From an optimization exercise on the open Yosys and OpenROAD flow, aimed at a short achievable clock period and few clock cycles; shortcuts taken in it are not production practice. Only simulation tests tie the RTL to the original design; equivalence was not proved. Power figures rest on the tool's default switching activity, not on a simulated workload.

--- flow/run.sh ---
#!/bin/bash
# synth_recipe.tcl (not shown) runs the flow's synth.tcl, then flattens the netlist and writes it again
# the make line also repeats each setting of config.mk as NAME=value (left out here)
make -C /OpenROAD-flow-scripts/flow DESIGN_CONFIG=/design/flow/config.mk WORK_HOME=/design/flow/orfs CLKGATE_MAP_FILE= SYNTH_SCRIPT=/design/flow/synth_recipe.tcl finish
--- flow/config.mk ---
export PLATFORM = sky130hd
export DESIGN_NAME = cpu_top
export DESIGN_NICKNAME = cpu_top
export VERILOG_FILES = /design/flow/design.v
export SDC_FILE = /design/flow/constraint.sdc
export NUM_CORES = 4
export LEC_CHECK = 0
export CAP_MARGIN = 20
export CORE_MARGIN = 2
export CORE_UTILIZATION = 40
export SLEW_MARGIN = 20
--- flow/constraint.sdc ---
create_clock -name core_clock -period 6.0 [get_ports {clk}]
set_input_delay 1.2000 -clock core_clock [delete_from_list [all_inputs] [get_ports {clk}]]
set_output_delay 1.2000 -clock core_clock [all_outputs]
set_load 0.01 [all_outputs]
--- flow/design.v ---
package cpu_pkg;
  localparam int WORD_W = 32;
  localparam int REG_AW = 5;
  typedef logic [WORD_W-1:0] word_t;
  typedef logic [31:0]       instr_t;
  typedef logic [REG_AW-1:0] reg_addr_t;
  typedef logic [5:0]        opcode_t;
  typedef logic [5:0]        funct_t;
  typedef logic [2:0]        alu_op_t;
  localparam alu_op_t ALU_ADD = 3'd0;
  localparam alu_op_t ALU_SUB = 3'd1;
  localparam alu_op_t ALU_AND = 3'd2;
  localparam alu_op_t ALU_OR  = 3'd3;
  localparam alu_op_t ALU_SLT = 3'd4;
  localparam alu_op_t ALU_LUI = 3'd5;
  localparam opcode_t OP_SPECIAL = 6'b000000;
  localparam opcode_t OP_J       = 6'b000010;
  localparam opcode_t OP_JAL     = 6'b000011;
  localparam opcode_t OP_BEQ     = 6'b000100;
  localparam opcode_t OP_ORI     = 6'b001101;
  localparam opcode_t OP_LUI     = 6'b001111;
  localparam funct_t FN_JR   = 6'b001000;
  localparam funct_t FN_ADDU = 6'b100001;
  localparam funct_t FN_SUBU = 6'b100011;
  localparam funct_t FN_AND  = 6'b100100;
  localparam funct_t FN_OR   = 6'b100101;
  localparam funct_t FN_SLT  = 6'b101010;
  localparam reg_addr_t LINK_REG = 5'd31;
endpackage
`timescale 1ns/1ps
module instr_decoder (
  input  cpu_pkg::instr_t    instr,
  output cpu_pkg::alu_op_t   alu_op,
  output logic      b_is_imm,
  output logic      imm_zero_ext,
  output cpu_pkg::reg_addr_t wr_addr,
  output logic      is_link,
  output logic      is_beq,
  output logic      is_jump,
  output logic      is_jr,
  output logic      uses_rs_in_decode,
  output logic      uses_rt_in_decode
);
  cpu_pkg::opcode_t   opcode;
  cpu_pkg::funct_t    funct;
  cpu_pkg::reg_addr_t rt;
  cpu_pkg::reg_addr_t rd;
  assign opcode = instr[31:26];
  assign funct  = instr[5:0];
  assign rt     = instr[20:16];
  assign rd     = instr[15:11];
  always_comb begin
    alu_op       = cpu_pkg::ALU_ADD;
    b_is_imm     = 1'b0;
    imm_zero_ext = 1'b0;
    wr_addr      = '0;
    is_link      = 1'b0;
    is_beq       = 1'b0;
    is_jump      = 1'b0;
    is_jr        = 1'b0;
    case (opcode)
      cpu_pkg::OP_SPECIAL: begin
        case (funct)
          cpu_pkg::FN_ADDU: wr_addr = rd;
          cpu_pkg::FN_SUBU: begin
            alu_op  = cpu_pkg::ALU_SUB;
            wr_addr = rd;
          end
          cpu_pkg::FN_AND: begin
            alu_op  = cpu_pkg::ALU_AND;
            wr_addr = rd;
          end
          cpu_pkg::FN_OR: begin
            alu_op  = cpu_pkg::ALU_OR;
            wr_addr = rd;
          end
          cpu_pkg::FN_SLT: begin
            alu_op  = cpu_pkg::ALU_SLT;
            wr_addr = rd;
          end
          cpu_pkg::FN_JR:   is_jr = 1'b1;
          default: ;
        endcase
      end
      cpu_pkg::OP_ORI: begin
        alu_op       = cpu_pkg::ALU_OR;
        b_is_imm     = 1'b1;
        imm_zero_ext = 1'b1;
        wr_addr      = rt;
      end
      cpu_pkg::OP_LUI: begin
        alu_op       = cpu_pkg::ALU_LUI;
        b_is_imm     = 1'b1;
        imm_zero_ext = 1'b1;
        wr_addr      = rt;
      end
      cpu_pkg::OP_BEQ: is_beq = 1'b1;
      cpu_pkg::OP_J:   is_jump = 1'b1;
      cpu_pkg::OP_JAL: begin
        is_jump = 1'b1;
        is_link = 1'b1;
        wr_addr = cpu_pkg::LINK_REG;
      end
      default: ;
    endcase
  end
  assign uses_rs_in_decode = is_beq | is_jr;
  assign uses_rt_in_decode = is_beq;
endmodule
`timescale 1ns/1ps
module decode_stage #(
  parameter cpu_pkg::word_t RESET_PC = 32'h0000_3000
) (
  input  logic      clk,
  input  logic      rst,
  input  cpu_pkg::instr_t    inst_rdata,
  output cpu_pkg::word_t     inst_addr,
  input  logic      stall,
  input  cpu_pkg::word_t     rf_rdata1,
  input  cpu_pkg::word_t     rf_rdata2,
  output cpu_pkg::reg_addr_t rf_raddr1,
  output cpu_pkg::reg_addr_t rf_raddr2,
  input  logic      fwd_rs,
  input  logic      fwd_rt,
  input  cpu_pkg::word_t     res_wdata,
  output cpu_pkg::reg_addr_t d_rs,
  output cpu_pkg::reg_addr_t d_rt,
  output logic      d_uses_rs,
  output logic      d_uses_rt,
  output cpu_pkg::word_t     e_in_rs_val,
  output cpu_pkg::word_t     e_in_rt_val,
  output cpu_pkg::word_t     e_in_imm,
  output cpu_pkg::alu_op_t   e_in_alu_op,
  output logic      e_in_b_is_imm,
  output cpu_pkg::reg_addr_t e_in_wr_addr,
  output cpu_pkg::reg_addr_t e_in_rs,
  output cpu_pkg::reg_addr_t e_in_rt,
  output logic      e_in_link,
  output cpu_pkg::word_t     e_in_link_val,
  output cpu_pkg::word_t     e_in_pc
);
  cpu_pkg::word_t     pc;
  cpu_pkg::word_t     pc_next;
  cpu_pkg::instr_t    d_instr;
  cpu_pkg::word_t     d_pc;
  cpu_pkg::word_t     d_pc_plus4;
  cpu_pkg::word_t     rs_val;
  cpu_pkg::word_t     rt_val;
  cpu_pkg::word_t     imm_ext;
  cpu_pkg::word_t     beq_target;
  cpu_pkg::alu_op_t   alu_op;
  logic      b_is_imm;
  logic      imm_zero_ext;
  cpu_pkg::reg_addr_t wr_addr;
  logic      is_link;
  logic      is_beq;
  logic      is_jump;
  logic      is_jr;
  always_ff @(posedge clk) begin
    if (rst) begin
      pc      <= RESET_PC;
      d_instr <= '0;
    end else if (!stall) begin
      pc      <= pc_next;
      d_instr <= inst_rdata;
    end
  end
  always_ff @(posedge clk) begin
    if (!stall) begin
      d_pc <= pc;
    end
  end
  assign inst_addr = pc;
  instr_decoder u_dec (
    .instr             (d_instr),
    .alu_op            (alu_op),
    .b_is_imm          (b_is_imm),
    .imm_zero_ext      (imm_zero_ext),
    .wr_addr           (wr_addr),
    .is_link           (is_link),
    .is_beq            (is_beq),
    .is_jump           (is_jump),
    .is_jr             (is_jr),
    .uses_rs_in_decode (d_uses_rs),
    .uses_rt_in_decode (d_uses_rt)
  );
  assign d_rs      = d_instr[25:21];
  assign d_rt      = d_instr[20:16];
  assign rf_raddr1 = d_rs;
  assign rf_raddr2 = d_rt;
  assign rs_val = fwd_rs ? res_wdata : rf_rdata1;
  assign rt_val = fwd_rt ? res_wdata : rf_rdata2;
  assign imm_ext = imm_zero_ext ? {16'h0000, d_instr[15:0]}
                                : {{16{d_instr[15]}}, d_instr[15:0]};
  assign d_pc_plus4 = d_pc + 32'd4;
  assign beq_target = d_pc_plus4 + {imm_ext[29:0], 2'b00};
  always_comb begin
    if (is_jr) begin
      pc_next = rs_val;
    end else if (is_jump) begin
      pc_next = {d_pc_plus4[31:28], d_instr[25:0], 2'b00};
    end else if (is_beq && (rs_val == rt_val)) begin
      pc_next = beq_target;
    end else begin
      pc_next = pc + 32'd4;
    end
  end
  assign e_in_wr_addr  = stall ? '0 : wr_addr;
  assign e_in_rs_val   = rs_val;
  assign e_in_rt_val   = rt_val;
  assign e_in_imm      = imm_ext;
  assign e_in_alu_op   = alu_op;
  assign e_in_b_is_imm = b_is_imm;
  assign e_in_rs       = d_rs;
  assign e_in_rt       = d_rt;
  assign e_in_link     = is_link;
  assign e_in_link_val = d_pc + 32'd8;
  assign e_in_pc       = d_pc;
endmodule
`timescale 1ns/1ps
module hazard_unit (
  input  cpu_pkg::reg_addr_t d_rs,
  input  cpu_pkg::reg_addr_t d_rt,
  input  logic      d_uses_rs,
  input  logic      d_uses_rt,
  input  cpu_pkg::reg_addr_t e_rs,
  input  cpu_pkg::reg_addr_t e_rt,
  input  cpu_pkg::reg_addr_t e_wr_addr,
  input  cpu_pkg::reg_addr_t res_wr_addr,
  output logic      stall,
  output logic      fwd_d_rs,
  output logic      fwd_d_rt,
  output logic      fwd_e_rs,
  output logic      fwd_e_rt
);
  logic e_hit_rs;
  logic e_hit_rt;
  function automatic logic hit(input cpu_pkg::reg_addr_t src, input cpu_pkg::reg_addr_t dst);
    hit = (dst != '0) && (src == dst);
  endfunction
  assign e_hit_rs = d_uses_rs && hit(d_rs, e_wr_addr);
  assign e_hit_rt = d_uses_rt && hit(d_rt, e_wr_addr);
  assign stall    = e_hit_rs || e_hit_rt;
  assign fwd_d_rs = hit(d_rs, res_wr_addr);
  assign fwd_d_rt = hit(d_rt, res_wr_addr);
  assign fwd_e_rs = hit(e_rs, res_wr_addr);
  assign fwd_e_rt = hit(e_rt, res_wr_addr);
endmodule
`timescale 1ns/1ps
module execute_stage (
  input  logic      clk,
  input  logic      rst,
  input  cpu_pkg::word_t     e_in_rs_val,
  input  cpu_pkg::word_t     e_in_rt_val,
  input  cpu_pkg::word_t     e_in_imm,
  input  cpu_pkg::alu_op_t   e_in_alu_op,
  input  logic      e_in_b_is_imm,
  input  cpu_pkg::reg_addr_t e_in_wr_addr,
  input  cpu_pkg::reg_addr_t e_in_rs,
  input  cpu_pkg::reg_addr_t e_in_rt,
  input  logic      e_in_link,
  input  cpu_pkg::word_t     e_in_link_val,
  input  cpu_pkg::word_t     e_in_pc,
  input  logic      fwd_rs,
  input  logic      fwd_rt,
  input  cpu_pkg::word_t     res_wdata,
  output cpu_pkg::reg_addr_t e_rs,
  output cpu_pkg::reg_addr_t e_rt,
  output cpu_pkg::reg_addr_t e_wr_addr,
  output cpu_pkg::word_t     r_in_result,
  output cpu_pkg::reg_addr_t r_in_wr_addr,
  output logic      r_in_link,
  output cpu_pkg::word_t     r_in_link_val,
  output cpu_pkg::word_t     r_in_pc
);
  cpu_pkg::word_t     rs_val_q;
  cpu_pkg::word_t     rt_val_q;
  cpu_pkg::word_t     imm_q;
  cpu_pkg::alu_op_t   alu_op_q;
  logic      b_is_imm_q;
  cpu_pkg::reg_addr_t wr_addr_q;
  cpu_pkg::reg_addr_t rs_q;
  cpu_pkg::reg_addr_t rt_q;
  logic      link_q;
  cpu_pkg::word_t     link_val_q;
  cpu_pkg::word_t     pc_q;
  cpu_pkg::word_t     a;
  cpu_pkg::word_t     rt_fwd;
  cpu_pkg::word_t     b;
  cpu_pkg::word_t     alu_y;
  always_ff @(posedge clk) begin
    if (rst) begin
      wr_addr_q <= '0;
      link_q    <= 1'b0;
    end else begin
      wr_addr_q <= e_in_wr_addr;
      link_q    <= e_in_link;
    end
  end
  always_ff @(posedge clk) begin
    rs_val_q   <= e_in_rs_val;
    rt_val_q   <= e_in_rt_val;
    imm_q      <= e_in_imm;
    alu_op_q   <= e_in_alu_op;
    b_is_imm_q <= e_in_b_is_imm;
    rs_q       <= e_in_rs;
    rt_q       <= e_in_rt;
    link_val_q <= e_in_link_val;
    pc_q       <= e_in_pc;
  end
  assign a      = fwd_rs ? res_wdata : rs_val_q;
  assign rt_fwd = fwd_rt ? res_wdata : rt_val_q;
  assign b      = b_is_imm_q ? imm_q : rt_fwd;
  always_comb begin
    case (alu_op_q)
      cpu_pkg::ALU_SUB: alu_y = a - b;
      cpu_pkg::ALU_AND: alu_y = a & b;
      cpu_pkg::ALU_OR:  alu_y = a | b;
      cpu_pkg::ALU_SLT: alu_y = {31'b0, $signed(a) < $signed(b)};
      cpu_pkg::ALU_LUI: alu_y = {b[15:0], 16'h0000};
      default: alu_y = a + b;
    endcase
  end
  assign e_rs          = rs_q;
  assign e_rt          = rt_q;
  assign e_wr_addr     = wr_addr_q;
  assign r_in_result   = alu_y;
  assign r_in_wr_addr  = wr_addr_q;
  assign r_in_link     = link_q;
  assign r_in_link_val = link_val_q;
  assign r_in_pc       = pc_q;
endmodule
`timescale 1ns/1ps
module result_stage (
  input  logic      clk,
  input  logic      rst,
  input  cpu_pkg::word_t     r_in_result,
  input  cpu_pkg::reg_addr_t r_in_wr_addr,
  input  logic      r_in_link,
  input  cpu_pkg::word_t     r_in_link_val,
  input  cpu_pkg::word_t     r_in_pc,
  input  cpu_pkg::reg_addr_t rf_raddr1,
  input  cpu_pkg::reg_addr_t rf_raddr2,
  output cpu_pkg::word_t     rf_rdata1,
  output cpu_pkg::word_t     rf_rdata2,
  output cpu_pkg::reg_addr_t res_wr_addr,
  output cpu_pkg::word_t     res_wdata,
  output logic      grf_we,
  output cpu_pkg::word_t     grf_pc
);
  cpu_pkg::word_t     result_q;
  cpu_pkg::reg_addr_t wr_addr_q;
  logic      link_q;
  cpu_pkg::word_t     link_val_q;
  cpu_pkg::word_t     pc_q;
  cpu_pkg::word_t     regs [1:31];
  always_ff @(posedge clk) begin
    if (rst) begin
      wr_addr_q <= '0;
      link_q    <= 1'b0;
    end else begin
      wr_addr_q <= r_in_wr_addr;
      link_q    <= r_in_link;
    end
  end
  always_ff @(posedge clk) begin
    result_q   <= r_in_result;
    link_val_q <= r_in_link_val;
    pc_q       <= r_in_pc;
  end
  assign res_wdata   = link_q ? link_val_q : result_q;
  assign res_wr_addr = wr_addr_q;
  assign grf_we      = (wr_addr_q != '0);
  assign grf_pc      = pc_q;
  always_ff @(posedge clk) begin
    if (rst) begin
      for (int i = 1; i < 32; i++) begin
        regs[i] <= '0;
      end
    end else if (grf_we) begin
      regs[wr_addr_q] <= res_wdata;
    end
  end
  assign rf_rdata1 = (rf_raddr1 == '0) ? '0 : regs[rf_raddr1];
  assign rf_rdata2 = (rf_raddr2 == '0) ? '0 : regs[rf_raddr2];
endmodule
`timescale 1ns/1ps
module cpu_top #(
  parameter cpu_pkg::word_t RESET_PC = 32'h0000_3000
) (
  input  logic      clk,
  input  logic      rst,
  input  cpu_pkg::instr_t    inst_rdata,
  output cpu_pkg::word_t     inst_addr,
  output logic      grf_we,
  output cpu_pkg::reg_addr_t grf_addr,
  output cpu_pkg::word_t     grf_wdata,
  output cpu_pkg::word_t     grf_pc
);
  cpu_pkg::word_t     e_in_rs_val, e_in_rt_val, e_in_imm;
  cpu_pkg::word_t     e_in_link_val, e_in_pc;
  cpu_pkg::alu_op_t   e_in_alu_op;
  logic      e_in_b_is_imm, e_in_link;
  cpu_pkg::reg_addr_t e_in_wr_addr, e_in_rs, e_in_rt;
  cpu_pkg::reg_addr_t d_rs, d_rt;
  cpu_pkg::reg_addr_t e_rs, e_rt, e_wr_addr;
  logic      d_uses_rs, d_uses_rt, stall;
  logic      fwd_d_rs, fwd_d_rt, fwd_e_rs, fwd_e_rt;
  cpu_pkg::word_t     r_in_result, r_in_link_val, r_in_pc;
  cpu_pkg::reg_addr_t r_in_wr_addr;
  logic      r_in_link;
  cpu_pkg::reg_addr_t rf_raddr1, rf_raddr2, res_wr_addr;
  cpu_pkg::word_t     rf_rdata1, rf_rdata2, res_wdata;
  decode_stage #(.RESET_PC(RESET_PC)) u_decode (
    .*,
    .fwd_rs (fwd_d_rs),
    .fwd_rt (fwd_d_rt)
  );
  hazard_unit u_hazard (.*);
  execute_stage u_execute (
    .*,
    .fwd_rs (fwd_e_rs),
    .fwd_rt (fwd_e_rt)
  );
  result_stage u_result (.*);
  assign grf_addr  = res_wr_addr;
  assign grf_wdata = res_wdata;
endmodule
==> impl_metrics.tcl <==
set metrics [dict create \
    path_cells "nor3_2 -> nand2_1 -> nand4_1 -> buf_12 -> nor2_1 -> a21oi_1 -> o21ai_0 -> ha_1 -> fa_1 -> a21oi_1 -> o21ba_2 -> o21ai_0 -> a21oi_1 -> o21ba_2 -> o21ai_0 -> o31ai_1 -> a31oi_1 -> a31oi_1 -> a211oi_1 -> o22a_1 -> o22a_1" \
    cp_max_fo 34 \
    syn_avg_cell_area_um2 12.4 \
    final_nets 6081 \
    finalPower_mw 27.0 \
    post-route-period-util_pct 92.9 \
    rsz0062_at_grt "false" \
    die_h_um 427 \
    groute.usage.overall_pct 31.3 \
    ys_top_cells_by_area "edfxtp_1 44%, mux4_2 16%, dfxtp_1 9.4%, nor2_1 6.4%, mux2i_1 2.4%" \
    synthFlopType "edfxtp_1" \
    arrival_ns 6.30 \
    grt-ovfl-total 0 \
    holdWs_ns 0.325 \
    drive_above_1_share_pct 19.7 \
    yosysTopAreaCellShare_pct 44.2 \
    status "timing/DRC/antenna clean" \
    finClkSkew_ns 0.0327 \
    synth_seq_cells 1392 \
    muxShareOfSynthArea_pct 19.1 \
    max-slew-margin-rel_pct 20.4 \
    antenna_found_initial 11 \
    cts_inserted_buffers 152 \
    tns_ns 0 \
    required_ns 6.73 \
    ys_top_cells_by_count "1218 x nor2_1, 1056 x edfxtp_1, 516 x mux4_2" \
    synthXorXnorAreaFrac_pct 1.95 \
    dp_slack_ns 0.398 \
    portBuffers 135 \
    grt_pass1_wl_mm 401 \
    dpl_cell_area_um2 77100 \
    clkTransAtPathRegs_ns 0.06 \
    hold_violations 0 \
    yosysMostFrequentCell "nor2_1" \
    async_reset_ff_share_pct 0 \
    drt_iter0_drc 8522 \
    min_from "u_execute.pc_q[15]" \
    stdcell_area_um2 81900 \
    route.detailed.drc 0 \
    cp-start-kind "flop" \
    synth-edff-count 1056 \
    detail_route.wl_per_cell_um 34.3 \
    syn2layout_area_growth_pct 14.2 \
    synth-adder-area-share_pct 2.32 \
    htreeDepth 4 \
    crit_path_end_kind "flop" \
    grt_max_degree 54 \
    firstDrtPassIters 6 \
    synth_cell_types 87 \
    clockBufferDepth 3 \
    fp-row-count 155 \
    clkLatencyLatePin_ns 0.83 \
    cts_root_buf "clkbuf_16" \
    maxCapViolCount 0 \
    dp_hpwl_mm 188 \
    fmax_ghz 0.179 \
    start_util_pct 40.2 \
    die-area_um2 183000 \
    dp_cells 8116 \
    die_w_um 427 \
    num_vias 54463 \
    yosysSeqAreaShare_pct 53.6 \
    synth_cells 5801 \
    timing.rr.start "u_result.wr_addr_q[3]" \
    ir_drop_v 0.000353 \
    synth_compound_area_share_pct 8.68 \
    synthSimpleGateAreaFrac_pct 10.4 \
    ys_warn_count 5 \
    ioPinCount 136 \
    finalSetupViolCount 0 \
    synth_top_family_by_area "multiplexers" \
    p_leak_nw 30.0 \
    cpLargestDelayFamily "compound AO/OA/AOI/OAI gates" \
    period_needed_ns 5.57 \
    setup_ws_ns 0.428 \
    min_path_type "reg2reg" \
    yosys.area.top_type "edfxtp_1" \
    fin_cells 8388 \
    crit_type "reg2reg" \
    crit_start "u_result.wr_addr_q[3]" \
    grt_pass1_vias 52601 \
    cp.buffers_inverters 1 \
    wirelength_mm 288 \
    fin_util_pct 46.0 \
    cts_tree "done" \
    syn_area_um2 71700 \
    cts_num_sinks 1392 \
    drv_slew 0 \
    slowest_delay_ns 0.48 \
    gp_congestion 0.975 \
    ant_nets 0 \
    crit_slowest_cell "fa_1" \
    worstMarginPinSlew_ns 1.19 \
    coreArea_um2 178000 \
    power_density_nw_per_um2 330 \
    via_per_inst 6.49 \
]
final cells by class:
type / instances / area (µm²)
flip-flops and latches: 1392 / 38500
well taps: 2355 / 2950
clock inverters: 61 / 563
multi-input cells: 3783 / 31300
fillers: 15848 / 96300
diodes: 7 / 17.5
repair buffers: 420 / 3850
inverters: 167 / 627
clock buffers: 203 / 4170
path summary, 6_finish.rpt:
check / cells after the start / slack [ns] / end
max reg2reg: 21 / 0.43 / u_result.result_q[28]
min: 0 / 0.32 / u_result.pc_q[15]
min reg2reg: 0 / 0.32 / u_result.pc_q[15]
max: 21 / 0.43 / u_result.result_q[28]
power breakdown:
group | leakage, nW | switching, mW | internal (mW)
clock | 2.29 | 4.02 | 5.11
sequential | 13.7 | 0.463 | 11.0
combinational | 13.9 | 4.49 | 2.00
total | 30.0 | 8.97 | 18.1
cell usage in the layout, fill, tap and decap left out, drive strengths merged, types with 28 or more instances in the layout:
master	n
nor2	1218
edfxtp	1056
mux4	522
dfxtp	336
nand2	297
buf	286
o21ai	216
a21oi	211
clkbuf	203
inv	176
mux2i	171
clkdlybuf4s50	134
a22oi	129
ha	128
xnor2	90
xor2	70
a211oi	61
nand3	60
o22ai	56
nor2b	43
clkinv	41
nor3	38
a21o	37
a221oi	33
conb	32
o221ai	28
metal layers:
metal | wire length, µm | vias to the layer above | track usage [%]
met2 | 130000 | 4192 | 48.5
met4 | 21800 | 6 | 19.6
met5 | 39 | - | 0
met3 | 36000 | 1040 | 8.73
li1 | - | 21891 | -
met1 | 99900 | 27334 | 38.6
flip-flops by register name, indices dropped and copies added, names as in the netlist, named ones only:
register              count
u_result.regs          1024
u_decode.d_instr         32
u_decode.d_pc            32
u_decode.pc              32
u_execute.link_val_q     32
u_execute.rs_val_q       32
u_execute.rt_val_q       32
u_result.link_val_q      32
u_result.result_q        32
u_execute.pc_q           29
u_result.pc_q            29
u_execute.imm_q          18
u_execute.rs_q            5
u_execute.rt_q            5
u_execute.wr_addr_q       5
u_result.wr_addr_q        5
u_execute.alu_op_q        3
u_execute.b_is_imm_q      1
u_execute.link_q          1
u_result.link_q           1
what timing repair did:
action / 4_1_cts / 5_1_grt
hold buffers: 0 / 0
endpoints found under the setup margin: 0 / 2
resized for setup: 0 / 1
setup buffers: 0 / 1
cells by family (layout without fill, tap and decap cells):
family                     count (synthesis)  after routing
AOI/OAI and AO/OA                        946            946
adders and majority gates                131            131
xor gates and xnor gates                 160            160
buffers and inverters                    657            851
muxes                                    710            710
DFF                                     1392           1392
and+or+nand+nor                         1804           1804
other                                      1             39
Testbench counts, summed over its fixed seeds: cycles 13,356.

[re-timing with driven ports]
How much do the figures lean on ideal ports? The routed layout below was timed once more, with nothing changed but the port constraints. Step 1 assumes that a clkbuf_16 drives the clock port and a buf_2 every other input. Step 2, shift: input delay + t, output delay - t, t = (earliest + latest rising clock arrival at the registers) / 2. This alone moves slack from input paths to output paths. Three values: no drivers, after step 1, after step 2; two values: the first two.
shift t [ns]: 0.903
setup WS [ns]: 0.428 / 0.428 / 0.428
worst setup path at the end: register to register
After both steps setup and hold are still met in this run. For this run, drivers alone change the setup slack by 0.000 ns; drivers and shift together by 0.000 ns.
